From an optimization exercise on the open Yosys and OpenROAD flow, aimed at small area, a short achievable clock period and few clock cycles; shortcuts taken in it are not production practice.
In this exercise RTL edits were held to simulation tests only and were not proved equivalent to the original.

==> inputs of run a <==
Design systolic_array_tile, start of the top module:
module systolic_array_tile #(
    parameter int unsigned ROWS   = 4,
    parameter int unsigned COLS   = 4,
    parameter int unsigned DATA_W = 8,
    parameter int unsigned ACC_W  = 32,
    parameter int unsigned MAX_K  = 256,
    parameter int unsigned K_W    = $clog2(MAX_K + 1),
    localparam int unsigned ROW_W = (ROWS > 1) ? $clog2(ROWS) : 1
) (
    input  logic                    clk_i,
    input  logic                    rst_ni,
    input  logic                    start_i,
    input  logic [K_W-1:0]          k_len_i,
    output logic                    busy_o,
    input  logic                    op_valid_i,
    output logic                    op_ready_o,
    input  logic [ROWS*DATA_W-1:0]  a_i,
    input  logic [COLS*DATA_W-1:0]  b_i,
    output logic                    c_valid_o,
    input  logic                    c_ready_i,
    output logic [COLS*ACC_W-1:0]   c_o,
    output logic [ROW_W-1:0]        c_row_o,
    output logic                    c_last_o,
    output logic                    done_o
);
==> flow/config.mk <==
export PLATFORM = sky130hd
export DESIGN_NAME = systolic_array_tile
export DESIGN_NICKNAME = systolic_array_tile
export VERILOG_FILES = /design/flow/design.v
export SDC_FILE = /design/flow/constraint.sdc
export NUM_CORES = 4
export LEC_CHECK = 0
export CAP_MARGIN = 20
export CORE_MARGIN = 2
export CORE_UTILIZATION = 60
export CTS_CLUSTER_DIAMETER = 80
export CTS_CLUSTER_SIZE = 25
export SETUP_SLACK_MARGIN = 3.8
export SLEW_MARGIN = 20
export SYNTH_HIERARCHICAL = 1
export TNS_END_PERCENT = 0
==> flow/constraint.sdc <==
create_clock -name core_clock -period 6.5 [get_ports {clk_i}]
set_input_delay 1.3000 -clock core_clock [delete_from_list [all_inputs] [get_ports {clk_i}]]
set_output_delay 1.3000 -clock core_clock [all_outputs]
set_load 0.01 [all_outputs]
run.sh (not shown) runs the stock make flow with config.mk's settings and CLKGATE_MAP_FILE= SYNTH_SCRIPT=/design/flow/synth_recipe.tcl, a recipe that flattens the netlist after the stock synthesis.
==> run b (differences from run a) <==
--- a/flow/design.v
+++ b/flow/design.v
@@ -200,20 +200,24 @@
             r_sel <= ROWS'(1);
         end else if (pend2 || take) begin
             r_sel <= r_sel << 1;
         end
     end
+    logic [RES_W-1:0] w_vn_or;
+    logic [NB-1:0]    w_cn_or;
     always_comb begin
-        w_vsel = '0;
-        w_csel = '0;
+        w_vn_or = '0;
+        w_cn_or = '0;
         for (int r = 0; r < ROWS; r++) begin
             if (r_sel[r]) begin
-                w_vsel = w_vsel | ~vn[r*RES_W +: RES_W];
-                w_csel = w_csel | ~cyn[r*NB +: NB];
+                w_vn_or = w_vn_or | vn[r*RES_W +: RES_W];
+                w_cn_or = w_cn_or | cyn[r*NB +: NB];
             end
         end
     end
+    assign w_vsel = ~w_vn_or;
+    assign w_csel = ~w_cn_or;
     assign w_cy = {1'b0, 1'b0, 1'b0, 1'b0, 1'b0, 1'b0, 1'b0, w_csel[6], 1'b0, w_csel[5], 1'b0, w_csel[4], 1'b0, w_csel[3], 1'b0, w_csel[2], 1'b0, w_csel[1], 1'b0, w_csel[0], 1'b0, 1'b0, 1'b0, 1'b0};    
     always_ff @(posedge clk_i) begin
         if (pend2 || take) r_c <= w_vsel + w_cy;
     end
     assign c = r_c;
@@ -386,23 +390,14 @@
     assign hs2 = vg_5 ^ pp_0_5;
     assign hc2 = ~vg_5 | pp_0_5;
     sa_fa u_fs1 (.x(cg_1), .y(hs0), .z(~pp_0_6), .s(fs1), .c(fc1));
     assign hs3 = pp_1_4 ^ pp_2_2;
     assign hc3 = pp_1_4 | pp_2_2;
-    wire fs2_t;
-    sa_x2 u_fs2_t (.a(hc0), .b(vg_7), .y(fs2_t));
-    sa_x2 u_fs2_s (.a(fs2_t), .b(pp_0_7), .y(fs2));
-    sa_mxi u_fs2_c (.s(fs2_t), .d1(hc0), .d0(pp_0_7), .y(fc2));
+    sa_fa u_fs2 (.x(~vg_7), .y(hc0), .z(pp_0_7), .s(fs2), .c(fc2));
     sa_fa u_fs3 (.x(pp_1_5), .y(pp_2_3), .z(pp_3_1), .s(fs3), .c(fc3));
-    wire fs4_t;
-    sa_x2 u_fs4_t (.a(hs1), .b(cg_2), .y(fs4_t));
-    sa_x2 u_fs4_s (.a(fs4_t), .b(pp_0_8), .y(fs4));
-    sa_mxi u_fs4_c (.s(fs4_t), .d1(hs1), .d0(pp_0_8), .y(fc4));
-    wire fs5_t;
-    sa_x2 u_fs5_t (.a(pp_1_6), .b(pp_2_4), .y(fs5_t));
-    sa_x2 u_fs5_s (.a(fs5_t), .b(pp_3_2), .y(fs5));
-    sa_mxi u_fs5_c (.s(fs5_t), .d1(pp_3_2), .d0(pp_1_6), .y(fc5));
+    sa_fa u_fs4 (.x(~cg_2), .y(hs1), .z(pp_0_8), .s(fs4), .c(fc4));
+    sa_fa u_fs5 (.x(pp_1_6), .y(pp_2_4), .z(pp_3_2), .s(fs5), .c(fc5));
     assign fs6 = vg_9 ^ hc1;
     assign fc6 = ~vg_9 & ~hc1;
     sa_fa u_fs7 (.x(pp_1_7), .y(pp_2_5), .z(pp_3_3), .s(fs7), .c(fc7));
     sa_fa u_fs8 (.x(vg_10), .y(cg_3), .z(~pp_1_8), .s(fs8), .c(fc8));
     assign hs4 = pp_2_6 ^ pp_3_4;
@@ -416,26 +411,14 @@
     assign hs7 = vg_3 ^ pp_0_3;
     assign hc7 = ~vg_3 | pp_0_3;
     sa_fa u_fs10 (.x(pp_0_4), .y(pp_1_2), .z(pp_2_0), .s(fs10), .c(fc10));
     sa_fa u_fs11 (.x(pp_1_3), .y(pp_2_1), .z(~fc0), .s(fs11), .c(fc11));
     sa_fa u_fs12 (.x(pp_3_0), .y(hc2), .z(~hs3), .s(fs12), .c(fc12));
-    wire fs13_t;
-    sa_x2 u_fs13_t (.a(fs2), .b(hc3), .y(fs13_t));
-    sa_x2 u_fs13_s (.a(fs13_t), .b(fc1), .y(fs13));
-    sa_mxi u_fs13_c (.s(fs13_t), .d1(fs2), .d0(fc1), .y(fc13));
-    wire fs14_t;
-    sa_x2 u_fs14_t (.a(fc2), .b(fs4), .y(fs14_t));
-    sa_x2 u_fs14_s (.a(fs14_t), .b(fc3), .y(fs14));
-    sa_mxi u_fs14_c (.s(fs14_t), .d1(fc3), .d0(~fc2), .y(fc14));
-    wire fs15_t;
-    sa_x2 u_fs15_t (.a(fc4), .b(fs6), .y(fs15_t));
-    sa_x2 u_fs15_s (.a(fs15_t), .b(fc5), .y(fs15));
-    sa_mxi u_fs15_c (.s(fs15_t), .d1(fc4), .d0(fc5), .y(fc15));
-    wire fs16_t;
-    sa_x2 u_fs16_t (.a(fc6), .b(hs4), .y(fs16_t));
-    sa_x2 u_fs16_s (.a(fs16_t), .b(fc7), .y(fs16));
-    sa_mxi u_fs16_c (.s(fs16_t), .d1(fc6), .d0(fc7), .y(fc16));
+    sa_fa u_fs13 (.x(hc3), .y(~fc1), .z(fs2), .s(fs13), .c(fc13));
+    sa_fa u_fs14 (.x(fc2), .y(fc3), .z(fs4), .s(fs14), .c(fc14));
+    sa_fa u_fs15 (.x(fs6), .y(fc4), .z(fc5), .s(fs15), .c(fc15));
+    sa_fa u_fs16 (.x(~hs4), .y(fc6), .z(fc7), .s(fs16), .c(fc16));
     sa_fa u_fs17 (.x(pp_3_5), .y(hc4), .z(~fc8), .s(fs17), .c(fc17));
     sa_fa u_fs18 (.x(~hs5), .y(pp_2_8), .z(pp_3_6), .s(fs18), .c(fc18));
     assign fs19 = vg_13 ^ hc5;
     assign fc19 = ~vg_13 & hc5;
     assign hs8 = vg_14 ^ cg_5;
@@ -446,14 +429,11 @@
     assign hc10 = ~vg_1 | pp_0_1;
     sa_fa u_fs20 (.x(~hs6), .y(pp_0_2), .z(pp_1_0), .s(fs20), .c(fc20));
     sa_fa u_fs21 (.x(hc6), .y(pp_1_1), .z(hs7), .s(fs21), .c(fc21));
     sa_fa u_fs22 (.x(hc7), .y(~fs0), .z(fs10), .s(fs22), .c(fc22));
     sa_fa u_fs23 (.x(hs2), .y(fc10), .z(fs11), .s(fs23), .c(fc23));
-    wire fs24_t;
-    sa_x2 u_fs24_t (.a(fc11), .b(fs1), .y(fs24_t));
-    sa_x2 u_fs24_s (.a(fs24_t), .b(fs12), .y(fs24));
-    sa_mxi u_fs24_c (.s(fs24_t), .d1(fc11), .d0(fs12), .y(fc24));
+    sa_fa u_fs24 (.x(~fs1), .y(fc11), .z(fs12), .s(fs24), .c(fc24));
     wire fs25_t;
     sa_x2 u_fs25_t (.a(fs3), .b(fc12), .y(fs25_t));
     sa_x2 u_fs25_s (.a(fs25_t), .b(fs13), .y(fs25));
     sa_mxi u_fs25_c (.s(fs25_t), .d1(fs13), .d0(fs3), .y(fc25));
     wire fs26_t;
@@ -461,31 +441,31 @@
     sa_x2 u_fs26_s (.a(fs26_t), .b(fs14), .y(fs26));
     sa_mxi u_fs26_c (.s(fs26_t), .d1(fs14), .d0(fs5), .y(fc26));
     wire fs27_t;
     sa_x2 u_fs27_t (.a(fs7), .b(fc14), .y(fs27_t));
     sa_x2 u_fs27_s (.a(fs27_t), .b(fs15), .y(fs27));
-    sa_mxi u_fs27_c (.s(fs27_t), .d1(fs7), .d0(fs15), .y(fc27));
+    sa_mxi u_fs27_c (.s(fs27_t), .d1(fs15), .d0(fs7), .y(fc27));
     wire fs28_t;
-    sa_x2 u_fs28_t (.a(fs8), .b(fs16), .y(fs28_t));
-    sa_x2 u_fs28_s (.a(fs28_t), .b(fc15), .y(fs28));
-    sa_mxi u_fs28_c (.s(fs28_t), .d1(fc15), .d0(~fs8), .y(fc28));
+    sa_x2 u_fs28_t (.a(fc15), .b(fs8), .y(fs28_t));
+    sa_x2 u_fs28_s (.a(fs28_t), .b(fs16), .y(fs28));
+    sa_mxi u_fs28_c (.s(fs28_t), .d1(fc15), .d0(fs16), .y(fc28));
     wire fs29_t;
-    sa_x2 u_fs29_t (.a(fs9), .b(fc16), .y(fs29_t));
+    sa_x2 u_fs29_t (.a(fc16), .b(fs9), .y(fs29_t));
     sa_x2 u_fs29_s (.a(fs29_t), .b(fs17), .y(fs29));
-    sa_mxi u_fs29_c (.s(fs29_t), .d1(fs17), .d0(~fs9), .y(fc29));
+    sa_mxi u_fs29_c (.s(fs29_t), .d1(fc16), .d0(fs17), .y(fc29));
     wire fs30_t;
     sa_x2 u_fs30_t (.a(fc9), .b(fs18), .y(fs30_t));
     sa_x2 u_fs30_s (.a(fs30_t), .b(fc17), .y(fs30));
     sa_mxi u_fs30_c (.s(fs30_t), .d1(fc17), .d0(fc9), .y(fc30));
     sa_fa u_fs31 (.x(pp_3_7), .y(~fs19), .z(fc18), .s(fs31), .c(fc31));
     sa_fa u_fs32 (.x(~hs8), .y(pp_3_8), .z(fc19), .s(fs32), .c(fc32));
     assign fs33 = vg_15 ^ hc8;
     assign fc33 = ~vg_15 & hc8;
     assign hs11 = cg_6 ^ hi_16;
     assign hc11 = ~cg_6 | hi_16;
-    wire [23:0] row_x = {hi_23, hi_22, hi_21, hi_20, hi_19, hi_18, hc11, fc33, fc32, fc31, ~fc30, ~fc29, ~fc28, ~fc27, ~fc26, ~fc25, ~fc24, fc23, fc22, fc21, fc20, hc10, hc9, ~hs9};
-    wire [23:0] row_y = {1'b1, 1'b1, 1'b1, 1'b1, 1'b1, 1'b1, hi_17, hs11, ~fs33, fs32, fs31, fs30, fs29, fs28, ~fs27, fs26, fs25, ~fs24, fs23, fs22, fs21, fs20, hs10, pp_0_0};
+    wire [23:0] row_x = {hi_23, hi_22, hi_21, hi_20, hi_19, hi_18, hc11, fc33, fc32, fc31, ~fc30, ~fc29, ~fc28, ~fc27, ~fc26, ~fc25, fc24, fc23, fc22, fc21, fc20, hc10, hc9, ~hs9};
+    wire [23:0] row_y = {1'b1, 1'b1, 1'b1, 1'b1, 1'b1, 1'b1, hi_17, hs11, ~fs33, fs32, fs31, fs30, ~fs29, ~fs28, fs27, fs26, fs25, fs24, fs23, fs22, fs21, fs20, hs10, pp_0_0};
     wire bp_0, bc_1;
     sa_x2 u_bp_0 (.a(row_x[0]), .b(row_y[0]), .y(bp_0));
     wire bp_1, bc_2;
     sa_x2 u_bp_1 (.a(row_x[1]), .b(row_y[1]), .y(bp_1));
     wire bp_2, bc_3;
- SETUP_SLACK_MARGIN: 3.8 -> 4.2
==> notes.md <==
| metric | run a | run b |
|---|---|---|
| Status | timing/DRC/antenna clean | timing/DRC/antenna clean |
| CP Launch Point | g_row[3].g_col[3].u_mac.r_clr$_DFF_PN0_ | r_bo[2][1]$_SDFF_PP0_ |
| Average wire per standard cell | 22.35 um | 23.85 um |
| Worst setup slack after layout | 3443 ps | 3556 ps |
| Final period util | 47.03% | 45.29% |
| Latest clock arrival within the worst-skew pair | 710 ps | 700 ps |
| Vias in the first global route | 50.17k | 47.31k |
| Critical Path Stages | 11 | 9 |
| Initial standard-cell utilization of the core | 60.34% | 60.66% |
| Placed instance count | 8182 | 7698 |
| Worst reg2reg startpoint | g_row[3].g_col[3].u_mac.r_clr$_DFF_PN0_ | r_bo[2][1]$_SDFF_PP0_ |
| Fmax | 327.1 MHz | 339.7 MHz |
| Largest fanout on the critical path | 6 | 36 |
Testbench counts of run a, summed over its fixed seeds: cycles 10,800.
Testbench counts of run b, summed over its fixed seeds: cycles 10,800.

-- what the ideal ports hide --
The results above use ideal ports. As a check the final layouts listed here were re-extracted and re-timed, cells and wires unchanged.
Step 1: set_driving_cell puts a clkbuf_16 on clk_i and a buf_2 on each other input, an assumption about the parent block.
Step 2 moves the port delays by t, midway between the first and last clock arrival at a register: inputs arrive t later, outputs are due t later. That takes back most of the time a late clock gives input paths.
a / b / c = ideal / step 1 / step 2; a / b = the first two.
| run | shift t [ns] | setup WS [ns] | latest minus earliest clock arrival (ns) | slew at the worst register clock pin (ns) |
|---|---|---|---|---|
| run a | 0.766 | 3.443 / 3.443 / 2.845 | 0.035 / 0.036 | 0.11 / 0.11 |
| run b | 0.757 | 3.556 / 3.556 / 2.952 | 0.042 / 0.042 | 0.10 / 0.10 |
After both steps setup and hold are still met in every run listed. The setup slack of run b, which loses most, moves by 0.000 ns with the drivers and by -0.604 ns with both steps.
